Background: an optimization exercise with open tools, aiming at small area and a short achievable clock period. Do not read the settings as production practice. The RTL was checked by simulation tests, not by an equivalence proof against the original design. No activity file was given, so power comes from the tool's default toggle rates.

Design sync_fifo, start of the top module:
module sync_fifo #(
    parameter int WIDTH     = sync_fifo_pkg::DEF_WIDTH,
    parameter int DEPTH     = sync_fifo_pkg::DEF_DEPTH,
    parameter int AFULL_TH  = DEPTH - 4,
    parameter int AEMPTY_TH = 4
) (
    input  logic                       clk,
    input  logic                       m_rst,
    input  logic                       w_valid,
    input  logic [WIDTH-1:0]           w_data,
    output logic                       w_ready,
    input  logic                       r_valid,
    output logic [WIDTH-1:0]           r_data,
    output logic                       r_data_valid,
    output logic                       full,
    output logic                       empty,
    output logic                       almost_full,
    output logic                       almost_empty,
    output logic [sync_fifo_pkg::clog2(DEPTH):0]      level,
    output logic                       overflow,
    output logic                       underflow
);
Size in the first run: roughly 4,100 cells after synthesis, roughly 2,200 flip-flops, roughly 79,000 µm² of cells after synthesis.
Settings: LEC_CHECK=0, CAP_MARGIN=20, CORE_MARGIN=2, CORE_UTILIZATION=55, SETUP_SLACK_MARGIN=2.5, SLEW_MARGIN=20, SYNTH_HIERARCHICAL=1, SYNTH_MINIMUM_KEEP_SIZE=0, TNS_END_PERCENT=10; clock period 4.5 ns.
standard.sh (not shown) runs the stock make flow with config.mk's settings and CLKGATE_MAP_FILE= SYNTH_SCRIPT=/design/flow/synth_recipe.tcl, a recipe that flattens the netlist after the stock synthesis.
==> flow/flow/run.sh <==
#!/bin/bash
# Standard layout (the standard.sh) with two changes:
#  - flow/move.tcl runs before detailed placement: each port buffer is resized,
#    each register that drives an output port (with any inverter between
#    them) is moved next to that port's output buffer at its 4x drive, and
#    every NAND4 gate that drives a long net is upsized;
#    detailed placement then legalises them as usual.
#  - clock tree synthesis clusters up to 25 sinks within 100 um per leaf buffer
#    and inserts no dummy loads.
set -euo pipefail
W=$(pwd)
bash standard.sh \
  PRE_DETAIL_PLACE_TCL="$W/flow/move.tcl" \
  "CTS_ARGS=-sink_clustering_enable -repair_clock_nets -sink_clustering_size 25 -sink_clustering_max_diameter 100 -dont_use_dummy_load" \
  finish > "$W/standard_flow.log" 2>&1
==> flow/flow/move.tcl <==
# Runs inside ORFS detail_place.tcl (PRE_DETAIL_PLACE_TCL hook), design loaded.
# 1. Resize every port buffer (input and output): a stronger buffer for the
#    control inputs and the outputs, a 4x buffer for the w_data inputs.
# 2. Move each flip-flop that drives an output port (directly or through
#    buffers/inverters) and the cells between them onto the output buffer's
#    location, at its strongest drive; detailed placement then legalises them.
# 3. Upsize NAND4 gates that drive long nets (see below).
proc driver_inst {net} {
  foreach it [$net getITerms] {
    if {[$it isOutputSignal]} { return [$it getInst] }
  }
  return ""
}
proc input_net {inst} {
  foreach it [$inst getITerms] {
    if {[$it isInputSignal] && [$it getNet] ne "NULL"} { return [$it getNet] }
  }
  return ""
}
set db [ord::get_db]
set block [ord::get_db_block]
set in_buf [$db findMaster sky130_fd_sc_hd__buf_8]
set out_buf [$db findMaster sky130_fd_sc_hd__buf_6]
set data_buf [$db findMaster sky130_fd_sc_hd__buf_4]
set moved 0
set sized 0
foreach bterm [$block getBTerms] {
  set net [$bterm getNet]
  if {$net eq "NULL"} { continue }
  if {[$net getSigType] eq "CLOCK"} { continue }
  if {[$bterm getIoType] eq "INPUT"} {
    set loads {}
    foreach it [$net getITerms] { lappend loads [$it getInst] }
    if {[llength $loads] == 1} {
      set b [lindex $loads 0]
      if {[string match "*__buf_*" [[$b getMaster] getName]] || [string match "*dlybuf*" [[$b getMaster] getName]] || [string match "*dlygate*" [[$b getMaster] getName]]} {
        # Data inputs feed only register D pins and have slack: a smaller buffer.
        if {[string match "w_data*" [$bterm getName]]} {
          $b swapMaster $data_buf
        } else {
          $b swapMaster $in_buf
        }
        incr sized
      }
    }
    continue
  }
  if {[$bterm getIoType] ne "OUTPUT"} { continue }
  set obuf [driver_inst $net]
  if {$obuf eq ""} { continue }
  set oname [[$obuf getMaster] getName]
  if {[string match "*__buf_*" $oname] || [string match "*dlybuf*" $oname] || [string match "*dlygate*" $oname]} {
    $obuf swapMaster $out_buf
    incr sized
  }
  lassign [$obuf getLocation] x y
  set inst $obuf
  set chain {}
  for {set k 0} {$k < 4} {incr k} {
    set n [input_net $inst]
    if {$n eq ""} { break }
    set d [driver_inst $n]
    if {$d eq ""} { break }
    set mname [[$d getMaster] getName]
    if {[string match "*__df*" $mname]} {
      foreach c $chain { $c setLocation $x $y }
      $d setLocation $x $y
      # Strongest drive of the same register type.
      if {[regexp {^(sky130_fd_sc_hd__df[a-z]+)_[12]$} $mname -> base]} {
        set m4 [$db findMaster ${base}_4]
        if {$m4 ne "NULL" && $m4 ne ""} { $d swapMaster $m4 }
      }
      incr moved
      puts "move: [$d getName] ($mname) -> $x $y for [$bterm getName] via [llength $chain] cells"
      break
    }
    if {![string match "*buf*" $mname] && ![string match "*inv*" $mname]} { break }
    lappend chain $d
    set inst $d
  }
}
puts "move: resized $sized port buffers, moved $moved output flip-flops"

# 3. The read port's NAND4 gates drive the longest wires of the read path
#    (from each group of words to the bit's final OR): size each NAND4 by the
#    span of the net it drives in the global placement (half-perimeter of the
#    pins' bounding box): 2x drive above 40 um, 4x drive above 120 um.
set n4_2 [$db findMaster sky130_fd_sc_hd__nand4_2]
set n4_4 [$db findMaster sky130_fd_sc_hd__nand4_4]
set up2 0
set up4 0
foreach inst [$block getInsts] {
  if {[[$inst getMaster] getName] ne "sky130_fd_sc_hd__nand4_1"} { continue }
  set onet ""
  foreach it [$inst getITerms] { if {[$it isOutputSignal]} { set onet [$it getNet] } }
  if {$onet eq "" || $onet eq "NULL"} { continue }
  lassign [$inst getLocation] x0 y0
  set x1 $x0
  set y1 $y0
  foreach it [$onet getITerms] {
    lassign [[$it getInst] getLocation] x y
    if {$x < $x0} { set x0 $x }
    if {$x > $x1} { set x1 $x }
    if {$y < $y0} { set y0 $y }
    if {$y > $y1} { set y1 $y }
  }
  set hpwl [expr {($x1 - $x0 + $y1 - $y0) / double([$block getDbUnitsPerMicron])}]
  if {$hpwl > 120} {
    $inst swapMaster $n4_4
    incr up4
  } elseif {$hpwl > 40} {
    $inst swapMaster $n4_2
    incr up2
  }
}
puts "move: upsized NAND4 gates: $up2 to 2x, $up4 to 4x"
Edit:
--- a/flow/flow/run.sh
+++ b/flow/flow/run.sh
@@ -2,5 +2,5 @@
 # Standard layout (the standard.sh) with two changes:
-#  - flow/move.tcl runs before detailed placement: each port buffer is resized,
-#    each register that drives an output port (with any inverter between
-#    them) is moved next to that port's output buffer at its 4x drive, and
+#  - flow/move.tcl runs before detailed placement: each port buffer is resized
+#    to a stronger buffer, each register that drives an output port (with any
+#    inverter between them) is moved next to that port's output buffer, and
 #    every NAND4 gate that drives a long net is upsized;
--- a/flow/flow/move.tcl
+++ b/flow/flow/move.tcl
@@ -1,7 +1,6 @@
 # Runs inside ORFS detail_place.tcl (PRE_DETAIL_PLACE_TCL hook), design loaded.
-# 1. Resize every port buffer (input and output): a stronger buffer for the
-#    control inputs and the outputs, a 4x buffer for the w_data inputs.
+# 1. Resize every port buffer (input and output) to a stronger buffer.
 # 2. Move each flip-flop that drives an output port (directly or through
 #    buffers/inverters) and the cells between them onto the output buffer's
-#    location, at its strongest drive; detailed placement then legalises them.
+#    location; detailed placement then legalises them.
 # 3. Upsize NAND4 gates that drive long nets (see below).
@@ -23,3 +22,2 @@
 set out_buf [$db findMaster sky130_fd_sc_hd__buf_6]
-set data_buf [$db findMaster sky130_fd_sc_hd__buf_4]
 set moved 0
@@ -36,8 +34,3 @@
       if {[string match "*__buf_*" [[$b getMaster] getName]] || [string match "*dlybuf*" [[$b getMaster] getName]] || [string match "*dlygate*" [[$b getMaster] getName]]} {
-        # Data inputs feed only register D pins and have slack: a smaller buffer.
-        if {[string match "w_data*" [$bterm getName]]} {
-          $b swapMaster $data_buf
-        } else {
-          $b swapMaster $in_buf
-        }
+        $b swapMaster $in_buf
         incr sized
@@ -67,7 +60,2 @@
       $d setLocation $x $y
-      # Strongest drive of the same register type.
-      if {[regexp {^(sky130_fd_sc_hd__df[a-z]+)_[12]$} $mname -> base]} {
-        set m4 [$db findMaster ${base}_4]
-        if {$m4 ne "NULL" && $m4 ne ""} { $d swapMaster $m4 }
-      }
       incr moved
CORE_UTILIZATION = 60   (was 55)
Total power falls slightly.
Combinational power falls by a few percent.
Clock-buffer cell count does not change.
Die area falls by a little under a tenth.
Sequential share of layout area increases by 0.37 points.
First-iteration DRC count came out higher by a few percent.
Synthesized area stays the same.
Edit:
--- a/flow/flow/run.sh
+++ b/flow/flow/run.sh
@@ -5,3 +5,3 @@
 #    inverter between them) is moved next to that port's output buffer, and
-#    every NAND4 gate that drives a long net is upsized;
+#    every NAND4 gate is upsized to the 2x drive;
 #    detailed placement then legalises them as usual.
--- a/flow/flow/move.tcl
+++ b/flow/flow/move.tcl
@@ -5,3 +5,3 @@
 #    location; detailed placement then legalises them.
-# 3. Upsize NAND4 gates that drive long nets (see below).
+# 3. Upsize NAND4 gates (see below).
 proc driver_inst {net} {
@@ -72,33 +72,11 @@
 # 3. The read port's NAND4 gates drive the longest wires of the read path
-#    (from each group of words to the bit's final OR): size each NAND4 by the
-#    span of the net it drives in the global placement (half-perimeter of the
-#    pins' bounding box): 2x drive above 40 um, 4x drive above 120 um.
-set n4_2 [$db findMaster sky130_fd_sc_hd__nand4_2]
-set n4_4 [$db findMaster sky130_fd_sc_hd__nand4_4]
-set up2 0
-set up4 0
+#    (from each group of words to the bit's final OR): use the 2x drive size.
+set n4 [$db findMaster sky130_fd_sc_hd__nand4_2]
+set up 0
 foreach inst [$block getInsts] {
-  if {[[$inst getMaster] getName] ne "sky130_fd_sc_hd__nand4_1"} { continue }
-  set onet ""
-  foreach it [$inst getITerms] { if {[$it isOutputSignal]} { set onet [$it getNet] } }
-  if {$onet eq "" || $onet eq "NULL"} { continue }
-  lassign [$inst getLocation] x0 y0
-  set x1 $x0
-  set y1 $y0
-  foreach it [$onet getITerms] {
-    lassign [[$it getInst] getLocation] x y
-    if {$x < $x0} { set x0 $x }
-    if {$x > $x1} { set x1 $x }
-    if {$y < $y0} { set y0 $y }
-    if {$y > $y1} { set y1 $y }
-  }
-  set hpwl [expr {($x1 - $x0 + $y1 - $y0) / double([$block getDbUnitsPerMicron])}]
-  if {$hpwl > 120} {
-    $inst swapMaster $n4_4
-    incr up4
-  } elseif {$hpwl > 40} {
-    $inst swapMaster $n4_2
-    incr up2
+  if {[[$inst getMaster] getName] eq "sky130_fd_sc_hd__nand4_1"} {
+    $inst swapMaster $n4
+    incr up
   }
 }
-puts "move: upsized NAND4 gates: $up2 to 2x, $up4 to 4x"
+puts "move: upsized $up NAND4 gates"
CORE_UTILIZATION = 55   (was 60)
SETUP_SLACK_MARGIN = 2.35   (was 2.5)
Effect: The changed run finished clean. Cell area drops by 0.64%. Worst setup slack gets worse by 0.052 ns. Clock-buffer cell count does not change. Sequential power barely changes.
Edit:
--- a/flow/flow/run.sh
+++ b/flow/flow/run.sh
@@ -3,5 +3,4 @@
 #  - flow/move.tcl runs before detailed placement: each port buffer is resized
-#    to a stronger buffer, each register that drives an output port (with any
-#    inverter between them) is moved next to that port's output buffer, and
-#    every NAND4 gate is upsized to the 2x drive;
+#    to a stronger buffer, and each register that drives an output port (with
+#    any inverter between them) is moved next to that port's output buffer;
 #    detailed placement then legalises them as usual.
--- a/flow/flow/move.tcl
+++ b/flow/flow/move.tcl
@@ -5,3 +5,2 @@
 #    location; detailed placement then legalises them.
-# 3. Upsize NAND4 gates (see below).
 proc driver_inst {net} {
@@ -70,13 +69 @@
 puts "move: resized $sized port buffers, moved $moved output flip-flops"
-
-# 3. The read port's NAND4 gates drive the longest wires of the read path
-#    (from each group of words to the bit's final OR): use the 2x drive size.
-set n4 [$db findMaster sky130_fd_sc_hd__nand4_2]
-set up 0
-foreach inst [$block getInsts] {
-  if {[[$inst getMaster] getName] eq "sky130_fd_sc_hd__nand4_1"} {
-    $inst swapMaster $n4
-    incr up
-  }
-}
-puts "move: upsized $up NAND4 gates"
SETUP_SLACK_MARGIN = 2.5   (was 2.35)
- The new run ran to the end with no violations
- clock power hardly moves
- sequential share of layout area shrinks by 0.69 points
- wire length grows by a few percent
- cell count grows by a few percent
Edit:
--- a/flow/flow/run.sh
+++ b/flow/flow/run.sh
@@ -3,2 +3,3 @@
 #  - flow/move.tcl runs before detailed placement: each port buffer is resized
+#    (and every NAND4 gate is upsized to the 2x drive),
 #    to a stronger buffer, and each register that drives an output port (with
--- a/flow/flow/move.tcl
+++ b/flow/flow/move.tcl
@@ -69 +69,13 @@
 puts "move: resized $sized port buffers, moved $moved output flip-flops"
+
+# 3. The read port's NAND4 gates drive the longest wires of the read path
+#    (from each group of words to the bit's final OR): use the 2x drive size.
+set n4 [$db findMaster sky130_fd_sc_hd__nand4_2]
+set up 0
+foreach inst [$block getInsts] {
+  if {[[$inst getMaster] getName] eq "sky130_fd_sc_hd__nand4_1"} {
+    $inst swapMaster $n4
+    incr up
+  }
+}
+puts "move: upsized $up NAND4 gates"
Result:
- non-clock buffer count drops by 22
- worst hold slack is worse by 0.019 ns
- flip-flop and latch count does not change

static timing again, ports no longer ideal:
No port has a modelled driver above. Below, the same layouts with a new extraction and two added sets of constraints.
Step 1 sets driving cells, clkbuf_16 on the clock port and buf_2 on the other inputs (assumed; they add their load-dependent delay and slew).
Step 2 moves the port delays by t, midway between the first and last clock arrival at a register: inputs arrive t later, outputs are due t later. That takes back most of the time a late clock gives input paths.
Slacks: no drivers / after step 1 / after step 2; pairs: no drivers / after step 1.
run	t, ns	setup WS [ns]	worst setup path at the end	worst slew at a driven data input, ns
the first run	0.812	2.140 / 2.084 / 1.790	input to register	0.07
the second run	0.795	2.127 / 2.073 / 1.673	input to register	0.07
the third run	0.802	2.075 / 2.051 / 1.717	input to register	0.07
the fourth run	0.815	2.191 / 2.164 / 1.678	input to register	0.09
the fifth run	0.808	2.250 / 2.164 / 1.774	input to register	0.09
After both steps setup and hold are still met in every run listed. The setup slack of the fourth run, which loses most, moves by -0.027 ns with the drivers and by -0.513 ns with both steps.
